Context: an optimization exercise on an open-source flow, tuned for small area and a short achievable clock period. The choices shown serve that exercise and are no tape-out recipe. In this exercise RTL edits were held to simulation tests only and were not proved equivalent to the original. Power and IR drop assume default switching activity.

==> flow/design.v <==
package pio_pkg;
  typedef union packed {
    struct packed {
      logic [2:0] op;
      logic [4:0] delay;
      logic [2:0] op1;           
      logic [4:0] op2;           
    } gen;
    struct packed {
      logic [2:0] op;
      logic [4:0] delay;
      logic [2:0] dest;
      logic [1:0] mov_op;        
      logic [2:0] mov_src;
    } mov;
  } instr_t;
endpackage
module pio_sm_top (
  input  logic                   clk,
  input  logic                   rst_n,
  input  logic                   en,                
  input  logic [15:0]            instr,
  input  logic [32-1:0] input_pins,
  input  logic [32-1:0] din,               
  input  logic                   empty,
  input  logic                   full,
  input  logic                   jmp_pin,
  input  logic [4:0]             pend,
  input  logic [4:0]             wrap_target,
  input  logic [4:0]             pins_out_base,
  input  logic [5:0]             pins_out_count,
  input  logic [4:0]             pins_set_base,
  input  logic [2:0]             pins_set_count,
  input  logic [4:0]             pins_in_base,
  input  logic                   out_shift_dir,     
  input  logic                   in_shift_dir,      
  input  logic [4:0]             osr_threshold,
  output logic [5-1:0] pc,
  output logic                   push,
  output logic                   pull,
  output logic [32-1:0] dout,              
  output logic [32-1:0] output_pins,
  output logic [32-1:0] pin_directions
);
  logic [2:0] op, op1;
  logic [4:0] dly, op2;
  logic [1:0] mov_op;
  logic [2:0] mov_src;
  assign {op, dly, op1, op2} = instr;
  assign mov_op  = instr[4:3];
  assign mov_src = instr[2:0];
  logic [31:0] x, y, isr, osr;
  logic [5:0]  osr_cnt;
  logic [4:0]  dcnt;
  logic is_jmp, is_wait, is_in, is_out, is_pp, is_mov, is_set;
  assign is_jmp  = (op == 3'd0);
  assign is_wait = (op == 3'd1);
  assign is_in   = (op == 3'd2);
  assign is_out  = (op == 3'd3);
  assign is_pp   = (op == 3'd4);
  assign is_mov  = (op == 3'd5);
  assign is_set  = (op == 3'd7);
  logic       go, waiting, fire, wpin;
  logic [4:0] wp_idx;
  assign go      = en && (dcnt == 5'd0);
  assign wp_idx  = op2 + (op1[0] ? pins_in_base : 5'd0);
  assign wpin    = input_pins[wp_idx];
  assign waiting = (is_wait && !op1[1] && (wpin != op1[2])) ||
                   (is_pp && op1[0] && (op1[2] ? empty : full));
  assign fire    = go && !waiting;
  logic [31:0] lm, hm;
  logic [4:0]  nneg;
  always_comb begin
    for (int i = 0; i < 32; i++) begin
      lm[i]      = (op2 == 5'd0) || (op2 > 5'(i));
      hm[31-i]   = lm[i];
    end
  end
  assign nneg = 5'd0 - op2;
  logic [4:0]  r1_amt;
  logic [31:0] r1_in, r1;
  logic [31:0] r1_s [6];
  assign r1_amt  = is_out ? (out_shift_dir ? op2 : nneg) : pins_in_base;
  assign r1_in   = is_out ? osr : input_pins;
  assign r1_s[0] = r1_in;
  for (genvar k = 0; k < 5; k++) begin : g_r1
    assign r1_s[k+1] = r1_amt[k] ? {r1_s[k][(1<<k)-1:0], r1_s[k][31:(1<<k)]} : r1_s[k];
  end
  assign r1 = r1_s[5];
  logic [31:0] out_data, osr_sh;
  always_comb begin
    for (int i = 0; i < 32; i++) begin
      out_data[i] = lm[i] && (out_shift_dir ? osr[i] : r1[i]);
      osr_sh[i]   = r1[i] && !(out_shift_dir ? hm[i] : lm[i]);
    end
  end
  logic        src_in, src_mov, rev, inv;
  logic        s_pins, s_x, s_y, s_isr, s_osr, s_din, s_op2;
  logic [31:0] nv;
  assign src_in  = is_in;
  assign src_mov = is_mov;
  assign rev     = is_mov && (mov_op == 2'd2);
  assign inv     = is_mov && (mov_op == 2'd1);
  assign s_pins  = (src_in && op1 == 3'd0) || (src_mov && mov_src == 3'd0);
  assign s_x     = (src_in && op1 == 3'd1)    || (src_mov && mov_src == 3'd1) ||
                   (is_pp && op1[2] && empty);
  assign s_y     = (src_in && op1 == 3'd2)    || (src_mov && mov_src == 3'd2);
  assign s_isr   = (src_in && op1 == 3'd6)  || (src_mov && mov_src == 3'd6);
  assign s_osr   = (src_in && op1 == 3'd7)  || (src_mov && mov_src == 3'd7);
  assign s_din   = is_pp && op1[2] && !empty;
  assign s_op2   = is_jmp || is_set;
  logic [31:0] sv, mv;
  always_comb begin
    for (int i = 0; i < 32; i++)
      sv[i] = (s_pins && r1[i]) || (s_x && x[i]) || (s_y && y[i]) || (s_isr && isr[i]) ||
              (s_osr && osr[i]);
    for (int i = 0; i < 32; i++)
      mv[i] = rev ? sv[31-i] : (inv ^ sv[i]);
    for (int i = 0; i < 32; i++)
      nv[i] = (mv[i] || (is_out && out_data[i]) || (s_din && din[i]) ||
                     (s_op2 && i < 5 && op2[i % 5]));
  end
  logic [4:0]  pbase, r2_amt;
  logic [31:0] r2_in, r2, isr_sh;
  logic [31:0] r2_s [6];
  assign pbase  = is_set ? pins_set_base : pins_out_base;
  assign r2_amt = is_in ? (in_shift_dir ? nneg : op2) : pbase;
  always_comb begin
    for (int i = 0; i < 32; i++)
      r2_in[i] = (is_in && !(in_shift_dir && lm[i])) ? isr[i] : nv[i];
  end
  assign r2_s[0] = r2_in;
  for (genvar k = 0; k < 5; k++) begin : g_r2
    assign r2_s[k+1] = r2_amt[k] ? {r2_s[k][31-(1<<k):0], r2_s[k][31:32-(1<<k)]} : r2_s[k];
  end
  assign r2 = r2_s[5];
  always_comb begin
    for (int i = 0; i < 32; i++)
      isr_sh[i] = (!in_shift_dir && lm[i]) ? nv[i] : r2[i];
  end
  logic [5:0]  pcnt, psum;
  logic [31:0] wmask;
  assign pcnt = is_set ? {3'd0, pins_set_count} : pins_out_count;
  assign psum = {1'b0, pbase} + {1'b0, pcnt[4:0]};
  always_comb begin
    for (int i = 0; i < 32; i++) begin
      if (pcnt[5])      wmask[i] = 1'b1;
      else if (psum[5]) wmask[i] = (5'(i) >= pbase) || (5'(i) < psum[4:0]);
      else              wmask[i] = (5'(i) >= pbase) && (5'(i) < psum[4:0]);
    end
  end
  logic [31:0] x_dec, y_dec, x_low0, y_low0;
  always_comb begin
    x_low0[0] = 1'b1;
    y_low0[0] = 1'b1;
    for (int i = 1; i < 32; i++) begin
      x_low0[i] = x_low0[i-1] && !x[i-1];
      y_low0[i] = y_low0[i-1] && !y[i-1];
    end
  end
  assign x_dec = x ^ x_low0;
  assign y_dec = y ^ y_low0;
  logic x_nz, y_nz, jmp_take;
  assign x_nz = (x != 32'd0);
  assign y_nz = (y != 32'd0);
  always_comb begin
    case (op1)
      3'd0:    jmp_take = 1'b1;
      3'd1:    jmp_take = !x_nz;
      3'd2:    jmp_take = x_nz;
      3'd3:    jmp_take = !y_nz;
      3'd4:    jmp_take = y_nz;
      3'd5:    jmp_take = (x != y);
      3'd6:    jmp_take = jmp_pin;
      default: jmp_take = (osr_cnt < {1'b0, osr_threshold});
    endcase
  end
  logic wr_dst, wr_x, wr_y, dec_x, dec_y, ld_isr, sh_isr, ld_osr, sh_osr;
  logic wr_pc, wr_pins, wr_dirs;
  assign wr_dst  = fire && (is_out || is_mov || is_set);
  assign wr_x    = wr_dst && (op1 == 3'd1);
  assign wr_y    = wr_dst && (op1 == 3'd2);
  assign wr_pins = wr_dst && (op1 == 3'd0);
  assign wr_dirs = fire && (is_out || is_set) && (op1 == 3'd4);
  assign dec_x   = fire && is_jmp && (op1 == 3'd2) && x_nz;
  assign dec_y   = fire && is_jmp && (op1 == 3'd4) && y_nz;
  assign ld_isr  = fire && (((is_out || is_mov) && op1 == 3'd6) || (is_pp && !op1[2]));
  assign sh_isr  = fire && is_in && (op1 != 3'd4) && (op1 != 3'd5);
  assign ld_osr  = fire && ((is_mov && op1 == 3'd7) || (is_pp && op1[2]));
  assign sh_osr  = fire && is_out;
  assign wr_pc   = fire && ((is_jmp && jmp_take) || ((is_out || is_mov) && op1 == 3'd5));
  assign push = go && is_pp && !op1[2] && !full;
  assign pull = go && is_pp && op1[2] && !empty;
  assign dout = push ? isr : 32'd0;
  logic [5:0] osr_sum, osr_cnt_sh;
  assign osr_sum    = osr_cnt + {1'b0, op2};
  assign osr_cnt_sh = ((op2 == 5'd0) || (osr_sum > 6'd32)) ? 6'd32 : osr_sum;
  always_ff @(posedge clk or negedge rst_n) begin
    if (!rst_n) begin
      x              <= '0;
      y              <= '0;
      isr            <= '0;
      osr            <= '0;
      osr_cnt        <= 6'd32;
      dcnt           <= '0;
      pc             <= '0;
      output_pins    <= '0;
      pin_directions <= '0;
    end else begin
      if (wr_x)       x <= nv;
      else if (dec_x) x <= x_dec;
      if (wr_y)       y <= nv;
      else if (dec_y) y <= y_dec;
      if (ld_isr)      isr <= nv;
      else if (sh_isr) isr <= isr_sh;
      if (ld_osr) begin
        osr     <= nv;
        osr_cnt <= '0;
      end else if (sh_osr) begin
        osr     <= osr_sh;
        osr_cnt <= osr_cnt_sh;
      end
      if (en) begin
        if (dcnt != 5'd0) dcnt <= dcnt - 1'b1;
        else if (fire)    dcnt <= dly;
      end
      if (wr_pc)     pc <= nv[4:0];
      else if (fire) pc <= (pc == pend) ? wrap_target : pc + 1'b1;
      for (int i = 0; i < 32; i++) begin
        if (wr_pins && wmask[i]) output_pins[i]    <= r2[i];
        if (wr_dirs && wmask[i]) pin_directions[i] <= r2[i];
      end
    end
  end
endmodule
==> flow/config.mk <==
export PLATFORM = sky130hd
export DESIGN_NAME = pio_sm_top
export DESIGN_NICKNAME = pio_sm_top
export VERILOG_FILES = /design/flow/design.v
export SDC_FILE = /design/flow/constraint.sdc
export NUM_CORES = 4
export LEC_CHECK = 0
export ABC_AREA = 1
export CAP_MARGIN = 20
export CORE_MARGIN = 2
export CORE_UTILIZATION = 45
export CTS_BUF_LIST = sky130_fd_sc_hd__clkbuf_8
export CTS_CLUSTER_DIAMETER = 80
export CTS_CLUSTER_SIZE = 10
export PLACE_DENSITY = 0.62
export SETUP_SLACK_MARGIN = 5
export SLEW_MARGIN = 20
==> flow/constraint.sdc <==
create_clock -name core_clock -period 11.0 [get_ports {clk}]
set_input_delay 2.2000 -clock core_clock [delete_from_list [all_inputs] [get_ports {clk}]]
set_output_delay 2.2000 -clock core_clock [all_outputs]
set_load 0.01 [all_outputs]
standard.sh (not shown) runs the stock make flow with config.mk's settings and CLKGATE_MAP_FILE= SYNTH_SCRIPT=/design/flow/synth_recipe.tcl, a recipe that flattens the netlist after the stock synthesis.
==> flow/flow/run.sh <==
#!/bin/bash
set -euo pipefail
bash standard.sh 'BUFFER_PORTS_ARGS=-buffer_cell sky130_fd_sc_hd__buf_2' finish > flow_make.log 2>&1
Next try:
CTS_BUF_LIST = sky130_fd_sc_hd__clkbuf_4 sky130_fd_sc_hd__clkbuf_8   (was sky130_fd_sc_hd__clkbuf_8)
CTS_CLUSTER_DIAMETER = default   (was 80)
CTS_CLUSTER_SIZE = default   (was 10)
=>
- global-route usage is higher by 0.55 points
- worst setup slack loses 20 ps
- first-iteration DRC count goes up by a few percent
- cell count goes up slightly
- sequential share of layout area came out lower by 0.39 points
- via count rose slightly
- count of clock-buffer cells in the layout rose by 37
- core utilization goes up by 1.0 points
- area after synthesis does not change
- register-to-register slack is about the same
Next try:
CORE_UTILIZATION = 55   (was 45)
CTS_BUF_LIST = sky130_fd_sc_hd__clkbuf_8   (was sky130_fd_sc_hd__clkbuf_4 sky130_fd_sc_hd__clkbuf_8)
CTS_CLUSTER_DIAMETER = 80   (was default)
CTS_CLUSTER_SIZE = 10   (was default)
PLACE_DENSITY = 0.7   (was 0.62)
The new run ran to the end with no violations.
Utilization climbs by 11 points.
Worst setup slack is worse by 150 ps.
Hold slack is better by 3.3 ps.
Routed wire length drops by 0.77%.
Critical path depth drops by 2.
Clock power drops by 43%.
Flip-flop and latch count does not change.
Total power drops by 10%.
First-iteration DRC count climbs by 22%.
Cell area drops by 2.0%.

## what the ideal ports hide
No port has a modelled driver above. Below, the same layouts with a new extraction and two added sets of constraints. Step 1 (the two cells are an assumption about what drives the block):
set clk [get_ports {clk}]
set_driving_cell -lib_cell sky130_fd_sc_hd__clkbuf_16 $clk
set_driving_cell -lib_cell sky130_fd_sc_hd__buf_2 [delete_from_list [all_inputs] $clk]
Step 2 moves the port delays by t, midway between the first and last clock arrival at a register: inputs arrive t later, outputs are due t later. That takes back most of the time a late clock gives input paths. Slacks: no drivers / after step 1 / after step 2; pairs: no drivers / after step 1.
| run | t, ns | setup slack, ns | worst hold slack (ns) | slew at the worst register clock pin (ns) | worst data-port slew with drivers (ns) |
|---|---|---|---|---|---|
| the first run | 0.706 | 5.035 / 5.016 / 4.418 | 0.482 / 0.482 / 0.482 | 0.09 / 0.09 | 0.06 |
| the second run | 0.711 | 5.015 / 5.056 / 4.346 | 0.478 / 0.478 / 0.478 | 0.08 / 0.08 | 0.06 |
| the third run | 0.697 | 4.862 / 4.897 / 4.200 | 0.481 / 0.481 / 0.481 | 0.10 / 0.10 | 0.05 |
After both steps every run listed still meets setup and hold. For the second run, which loses most, drivers alone change the setup slack by +0.041 ns; drivers and shift together by -0.669 ns.
